From an optimization exercise on the open Yosys and OpenROAD flow, aimed at small area and a short achievable clock period; shortcuts taken in it are not production practice. Where RTL was checked, it was by simulation tests only, not by an equivalence proof against the original.

==> run a <==
==> flow/design.v (excerpt) <==
module pwl_transform_engine (
  input  logic        clock,
  input  logic        rst_n,
  input  logic        tbl_wr,
  input  logic [3:0]  tbl_addr,
  input  logic [11:0] tbl_m,
  input  logic [11:0] tbl_c,
  input  logic        cal_begin,
  output logic        cal_busy,
  output logic        cal_valid,
  input  logic        in_valid,
  input  logic [11:0] indata,
  output logic        out_valid,
  output logic [11:0] outdata
);
  logic        busy_q, pre_a_q, pre_b_q, pre_c_q, div_q, finm_q, holdm_q, fin_q, hold_q;
  logic        vm_q, valid_q;
  logic [3:0]  cnt_q, seg_q, ra_q;
  logic        start, seg_end, last_seg, adv, radv;
  assign start    = cal_begin & ~busy_q;
  assign seg_end  = div_q & (cnt_q == 4'd11);
  assign last_seg = seg_q == 4'd14;
  assign adv      = pre_b_q | (div_q & (cnt_q == 4'd10));
  assign radv     = pre_a_q | (div_q & (cnt_q == 4'd9));
  always_ff @(posedge clock or negedge rst_n) begin
    if (!rst_n) begin
      busy_q  <= 1'b0;
      pre_a_q <= 1'b0;
      pre_b_q <= 1'b0;
      pre_c_q <= 1'b0;
      div_q   <= 1'b0;
      finm_q  <= 1'b0;
      holdm_q <= 1'b1;
      fin_q   <= 1'b0;
      hold_q  <= 1'b1;
      vm_q    <= 1'b0;
      valid_q <= 1'b0;
      cnt_q   <= '0;
      seg_q   <= '0;
      ra_q    <= '0;
    end else begin
      pre_a_q <= start;
      pre_b_q <= pre_a_q;
      pre_c_q <= pre_b_q;
      if (pre_c_q)                  div_q <= 1'b1;
      else if (seg_end && last_seg) div_q <= 1'b0;
      finm_q  <= div_q & last_seg & (cnt_q == 4'd10);
      holdm_q <= ~(div_q & last_seg & (cnt_q == 4'd10));
      fin_q   <= finm_q;
      hold_q  <= ~finm_q;
      if (start)      busy_q <= 1'b1;
      else if (fin_q) busy_q <= 1'b0;
      if (finm_q) vm_q <= 1'b1;
      if (fin_q)  valid_q <= 1'b1;
      if (div_q) cnt_q <= seg_end ? 4'd0 : cnt_q + 4'd1;
      if (start)        seg_q <= '0;
      else if (seg_end) seg_q <= seg_q + 4'd1;
      if (start)    ra_q <= '0;
      else if (radv) ra_q <= ra_q + 4'd1;
    end
  end
  logic [11:0] pm_q [16];
  logic [11:0] pc_q [16];
  logic [15:0] pv_q;
  always_ff @(posedge clock or negedge rst_n) begin
    if (!rst_n) pv_q <= '0;
    else if (tbl_wr && !busy_q) pv_q[tbl_addr] <= 1'b1;
  end
  always_ff @(posedge clock) begin
    if (tbl_wr && !busy_q) begin
      pm_q[tbl_addr] <= tbl_m;
  ...
==> flow/config.mk <==
export PLATFORM = sky130hd
export DESIGN_NAME = pwl_transform_engine
export DESIGN_NICKNAME = pwl_transform_engine
export VERILOG_FILES = /design/flow/design.v
export SDC_FILE = /design/flow/constraint.sdc
export NUM_CORES = 4
export LEC_CHECK = 0
export ABC_AREA = 1
export CAP_MARGIN = 20
export CORE_MARGIN = 2
export CORE_UTILIZATION = 60
export SLEW_MARGIN = 20
==> flow/constraint.sdc <==
create_clock -name core_clock -period 10.0 [get_ports {clock}]
set_input_delay 2.0000 -clock core_clock [delete_from_list [all_inputs] [get_ports {clock}]]
set_output_delay 2.0000 -clock core_clock [all_outputs]
set_load 0.01 [all_outputs]
standard.sh (not shown) runs the stock make flow with config.mk's settings and CLKGATE_MAP_FILE= SYNTH_SCRIPT=/design/flow/synth_recipe.tcl, a recipe that flattens the netlist after the stock synthesis.
==> flow/flow/run.sh <==
#!/bin/bash
# The standard layout (standard.sh: unchanged synthesis and ORFS steps) with two changes
# to how the layout is made, both set on make's command line:
# - SETUP_SLACK_MARGIN (flow/margin.txt): ORFS's timing repair aims for this much setup slack
#   at the design's clock period;
# - CTS_ARGS (flow/cts_args.txt): clock tree synthesis options (no dummy loads, buffer list).
# make's full output goes to flow_make.log here; ORFS keeps each step's log under orfs/logs/.
set -euo pipefail
MARGIN=$(cat flow/margin.txt)
CTS=$(cat flow/cts_args.txt)
sed "s|^make -C|make SETUP_SLACK_MARGIN=$MARGIN 'CTS_ARGS=$CTS' -C|" standard.sh > standard_own.sh
bash standard_own.sh > flow_make.log 2>&1
==> flow/flow/cts_args.txt <==
-sink_clustering_enable -repair_clock_nets -dont_use_dummy_load -buf_list sky130_fd_sc_hd__clkbuf_8
==> flow/flow/margin.txt <==
6.3
==> run b: changes against run a <==
--- a/flow/design.v
+++ b/flow/design.v
@@ -147,50 +147,51 @@
   logic        v1_q, v2_q, v3_q;
   logic [11:0] x_q, m_q;
   logic [15:0] ge_x, top, sel1, sel_q, sels_q;
   logic        below;
   logic [11:0] m1;
   function automatic logic ge12(input logic [11:0] a, input logic [11:0] b);
     logic [11:0] g, p;
-    logic [3:0]  g3, p3;
+    logic [5:0]  g1, p1;
+    logic [2:0]  g2, p2;
     g = a & ~b;
     p = a | ~b;
     g[0] = p[0];
-    for (int k = 0; k < 4; k++) begin
-      g3[k] = g[3*k+2] | (p[3*k+2] & g[3*k+1]) | (p[3*k+2] & p[3*k+1] & g[3*k]);
-      p3[k] = &p[3*k +: 3];
+    for (int k = 0; k < 6; k++) begin
+      g1[k] = g[2*k+1] | (p[2*k+1] & g[2*k]);
+      p1[k] = p[2*k+1] & p[2*k];
     end
-    ge12 = g3[3] | (p3[3] & g3[2]) | (p3[3] & p3[2] & g3[1]) | (p3[3] & p3[2] & p3[1] & g3[0]);
+    for (int k = 0; k < 3; k++) begin
+      g2[k] = g1[2*k+1] | (p1[2*k+1] & g1[2*k]);
+      p2[k] = p1[2*k+1] & p1[2*k];
+    end
+    ge12 = g2[2] | (p2[2] & g2[1]) | (p2[2] & p2[1] & g2[0]);
   endfunction
-  logic [11:0] l1 [8];
-  logic [11:0] l2 [4];
-  logic [11:0] l3 [2];
-  logic [7:0]  v1;
-  logic [3:0]  v2;
-  logic [1:0]  v3;
+  logic [15:0] lt;
+  logic [3:0]  any, gtop;
+  logic [11:0] mg [4];
   always_comb begin
     for (int i = 0; i < 16; i++) ge_x[i] = ge12(indata, am_q[i]);
     below = ~ge_x[0];
-    for (int i = 0; i < 8; i++) begin
-      l1[i] = ge_x[2*i+1] ? am_q[2*i+1] : am_q[2*i];
-      v1[i] = ge_x[2*i+1] | ge_x[2*i];
-    end
-    for (int i = 0; i < 4; i++) begin
-      l2[i] = v1[2*i+1] ? l1[2*i+1] : l1[2*i];
-      v2[i] = v1[2*i+1] | v1[2*i];
-    end
-    for (int i = 0; i < 2; i++) begin
-      l3[i] = v2[2*i+1] ? l2[2*i+1] : l2[2*i];
-      v3[i] = v2[2*i+1] | v2[2*i];
+    for (int g = 0; g < 4; g++) begin
+      any[g] = |ge_x[4*g +: 4];
+      for (int j = 0; j < 4; j++) begin
+        lt[4*g+j] = ge_x[4*g+j];
+        for (int k = j + 1; k < 4; k++) lt[4*g+j] = lt[4*g+j] & ~ge_x[4*g+k];
+      end
+      mg[g] = '0;
+      for (int j = 0; j < 4; j++) mg[g] = mg[g] | (am_q[4*g+j] & {12{lt[4*g+j]}});
     end
-    m1 = v3[1] ? l3[1] : l3[0];
-    for (int i = 0; i < 16; i++) begin
-      top[i] = ge_x[i];
-      for (int j = i + 1; j < 16; j++) top[i] = top[i] & ~ge_x[j];
+    for (int g = 0; g < 4; g++) begin
+      gtop[g] = any[g];
+      for (int h = g + 1; h < 4; h++) gtop[g] = gtop[g] & ~any[h];
     end
+    m1 = '0;
+    for (int g = 0; g < 4; g++) m1 = m1 | (mg[g] & {12{gtop[g]}});
+    for (int i = 0; i < 16; i++) top[i] = lt[i] & gtop[i/4];
     for (int i = 0; i < 16; i++) sel1[i] = vm_q & (below ? (i == 0) : top[i]);
   end
   always_ff @(posedge clock) begin
     x_q   <= indata;
     m_q   <= m1;
     sel_q <= sel1;
     sels_q <= sel1 & {16{ge_x[0]}};
==> flow/flow/margin.txt (replaced) <==
5.9
ABC_AREA = default   (was 1)
==> comparison <==
Against run a, the sequential share of layout area of run b is higher by 1.0 points.
Of run b and run a, run a has the higher synthesized cell count (gap 21%, measured against run a).
Against run a, the register-to-register slack of run b is worse by 0.19 ns.
In run b the design area is smaller than in run a, by 2.0%.
Run a finished clean. Run b finished clean.
Function not checked in run a: the RTL went through the layout flow alone.

## separate check: timing with driven ports
Ports are ideal in the flow. The routed layouts listed here were re-timed in OpenROAD.
Step 1 sets driving cells, clkbuf_16 on the clock port and buf_2 on the other inputs (assumed; they add their load-dependent delay and slew).
Step 2 also shifts input and output timing later by t, the mid clock arrival at the registers, as if the neighbouring blocks saw the same clock.
a / b / c = ideal / step 1 / step 2; a / b = the first two.
| run | shift t [ns] | slack for setup (ns) | hold slack, ns | latest minus earliest clock arrival (ns) | worst slew at a driven data input, ns |
|---|---|---|---|---|---|
| run a | 0.959 | 6.169 / 6.169 / 5.359 | 0.286 / 0.286 / 0.286 | 0.143 / 0.142 | 0.11 |
| run b | 0.947 | 5.692 / 5.653 / 4.706 | 0.294 / 0.294 / 0.294 | 0.163 / 0.164 | 0.16 |
After both steps setup and hold are still met in every run listed. For run b, which loses most, drivers alone change the setup slack by -0.039 ns; drivers and shift together by -0.986 ns.
